What follows belongs to an exercise in optimizing a design on an open flow for a short achievable clock period and few clock cycles; a production flow would make more cautious choices. The RTL was checked by simulation tests, not by an equivalence proof against the original design. Power is estimated from default activity; no workload was simulated.

== job 3956 ==
Design pipeTop, start of the top module:
module pipeTop
(
	input  logic        CLK,
	input  logic        RSTB,
	input  logic        PSEL,
	input  logic        PENABLE,
	input  logic        PWRITE,
	input  logic [11:0] PADDR,
	input  logic [31:0] PWDATA,
	output logic [31:0] PRDATA,
	output logic        PREADY,
	output logic        PSLVERR
);
Size: ~6100 cells after synthesis, ~2000 flip-flops, roughly 85000 sq um of cells after synthesis.
export LEC_CHECK = 0
export ABC_CLOCK_PERIOD_IN_PS = 1800
export CAP_MARGIN = 20
export CORE_MARGIN = 2
export CORE_UTILIZATION = 56
export CTS_BUF_LIST = sky130_fd_sc_hd__clkbuf_16
export CTS_CLUSTER_DIAMETER = 60
export CTS_CLUSTER_SIZE = 24
export SETUP_SLACK_MARGIN = 2.1
export SLEW_MARGIN = 20
export TNS_END_PERCENT = 100
create_clock -name core_clock -period 4.0 [get_ports {CLK}]
standard.sh (not shown) runs the stock make flow with config.mk's settings and CLKGATE_MAP_FILE= SYNTH_SCRIPT=/design/flow/synth_recipe.tcl, a recipe that flattens the netlist after the stock synthesis.
==> flow/flow/run.sh <==
#!/bin/bash
# Layout flow: the standard flow, with two changes after synthesis.
#  - Port buffers are buf_4 cells (buffer_ports otherwise picks a delay cell).
#  - Timing repair may resize a cell into another footprint, so those port
#    buffers and other cells can be swapped for faster ones.
# Synthesis is the standard one, run unchanged.
set -o pipefail

bash standard.sh synth > synth.log 2>&1 || { echo "synthesis failed"; exit 1; }

sed -e 's|"\${@:-finish}"|MATCH_CELL_FOOTPRINT=0 BUFFER_PORTS_ARGS="-buffer_cell sky130_fd_sc_hd__buf_4" "${@:-finish}"|' standard.sh > layout.sh
grep -q 'MATCH_CELL_FOOTPRINT=0' layout.sh || { echo "could not set the layout options"; exit 1; }

bash layout.sh > layout.log 2>&1 || { echo "layout failed"; exit 1; }
Job 3956: no failed stages, no open violations at the end
Testbench counts of job 3956, summed over its fixed seeds: cycles 10,816.
Here is what was changed in the inputs of job 8004 compared with job 3956.
# job 3956
export LEC_CHECK = 0
export ABC_CLOCK_PERIOD_IN_PS = 1800
export CAP_MARGIN = 20
export CORE_MARGIN = 2
export CORE_UTILIZATION = 56
export CTS_BUF_LIST = sky130_fd_sc_hd__clkbuf_16
export CTS_CLUSTER_DIAMETER = 60
export CTS_CLUSTER_SIZE = 24
export SETUP_SLACK_MARGIN = 2.1
export SLEW_MARGIN = 20
export TNS_END_PERCENT = 100
create_clock -name core_clock -period 4.0 [get_ports {CLK}]
# job 8004
export LEC_CHECK = 0
export ABC_CLOCK_PERIOD_IN_PS = 1800
export CAP_MARGIN = 20
export CORE_MARGIN = 2
export CORE_UTILIZATION = 62
export CTS_BUF_LIST = sky130_fd_sc_hd__clkbuf_16
export CTS_CLUSTER_DIAMETER = 60
export CTS_CLUSTER_SIZE = 24
export SETUP_SLACK_MARGIN = 2.1
export SLEW_MARGIN = 20
export TNS_END_PERCENT = 100
create_clock -name core_clock -period 4.0 [get_ports {CLK}]
==> comparison <==
From job 3956 to job 8004 the numbers moved as follows: clock period minus final worst setup slack ~0 delta; maximum fanout count along the critical path -61. Changes observed in job 8004 relative to job 3956: worst hold-check slack up 12 ps, largest vdd supply drop up 14%, required arrival time at the worst endpoint down 110 ps, die area down 9.6%. Against job 3956, job 8004 reports a met2 layer usage reported by global route that is higher. When job 8004 is set beside job 3956, its clock buffer count in the final layout turns out to be 1 smaller. Area: job 8004 vs job 3956 -> job 8004 smaller. Job 3956 -> job 8004: mux contribution to synthesized area delta 0, exact match. Going from job 3956 to job 8004, the post-synthesis to final-layout area growth was found to have gone down by 3.3 points.
### job 8004 -> job 8855
# job 8004
export LEC_CHECK = 0
export ABC_CLOCK_PERIOD_IN_PS = 1800
export CAP_MARGIN = 20
export CORE_MARGIN = 2
export CORE_UTILIZATION = 62
export CTS_BUF_LIST = sky130_fd_sc_hd__clkbuf_16
export CTS_CLUSTER_DIAMETER = 60
export CTS_CLUSTER_SIZE = 24
export SETUP_SLACK_MARGIN = 2.1
export SLEW_MARGIN = 20
export TNS_END_PERCENT = 100
create_clock -name core_clock -period 4.0 [get_ports {CLK}]
# job 8855
export LEC_CHECK = 0
export ABC_CLOCK_PERIOD_IN_PS = 1400
export CAP_MARGIN = 20
export CORE_MARGIN = 2
export CORE_UTILIZATION = 62
export CTS_BUF_LIST = sky130_fd_sc_hd__clkbuf_16
export CTS_CLUSTER_DIAMETER = 60
export CTS_CLUSTER_SIZE = 24
export SETUP_SLACK_MARGIN = 2.1
export SLEW_MARGIN = 20
export TNS_END_PERCENT = 100
create_clock -name core_clock -period 4.0 [get_ports {CLK}]
==> comparison <==
Per the comparison of job 8855 with job 8004, post-layout worst setup margin roughly the same; combinational power neither gained nor lost much; combinational share of power stayed essentially flat; delay of the slowest cell on the worst path essentially unchanged.
As far as number of library cell types mapped by synthesis is concerned, job 8004 and job 8855 perform about the same.

[what the ideal ports hide]
No port has a modelled driver above. Below, the same layouts with a new extraction and two added sets of constraints.
Step 1 sets driving cells, clkbuf_16 on the clock port and buf_2 on the other inputs (assumed; they add their load-dependent delay and slew).
Step 2 also shifts input and output timing later by t, the mid clock arrival at the registers, as if the neighbouring blocks saw the same clock.
Three values: ideal, step 1, step 2; two values: the first two.
run | t (ns) | slack for setup (ns) | worst setup path at the end
job 3956 | 0.887 | 1.826 / 1.791 / 0.936 | input to register
job 8004 | 0.867 | 1.825 / 1.811 / 1.118 | input to register
job 8855 | 0.867 | 1.825 / 1.811 / 1.118 | input to register
After both steps setup and hold are still met in every run listed. The setup slack of job 3956, which loses most, moves by -0.035 ns with the drivers and by -0.890 ns with both steps.
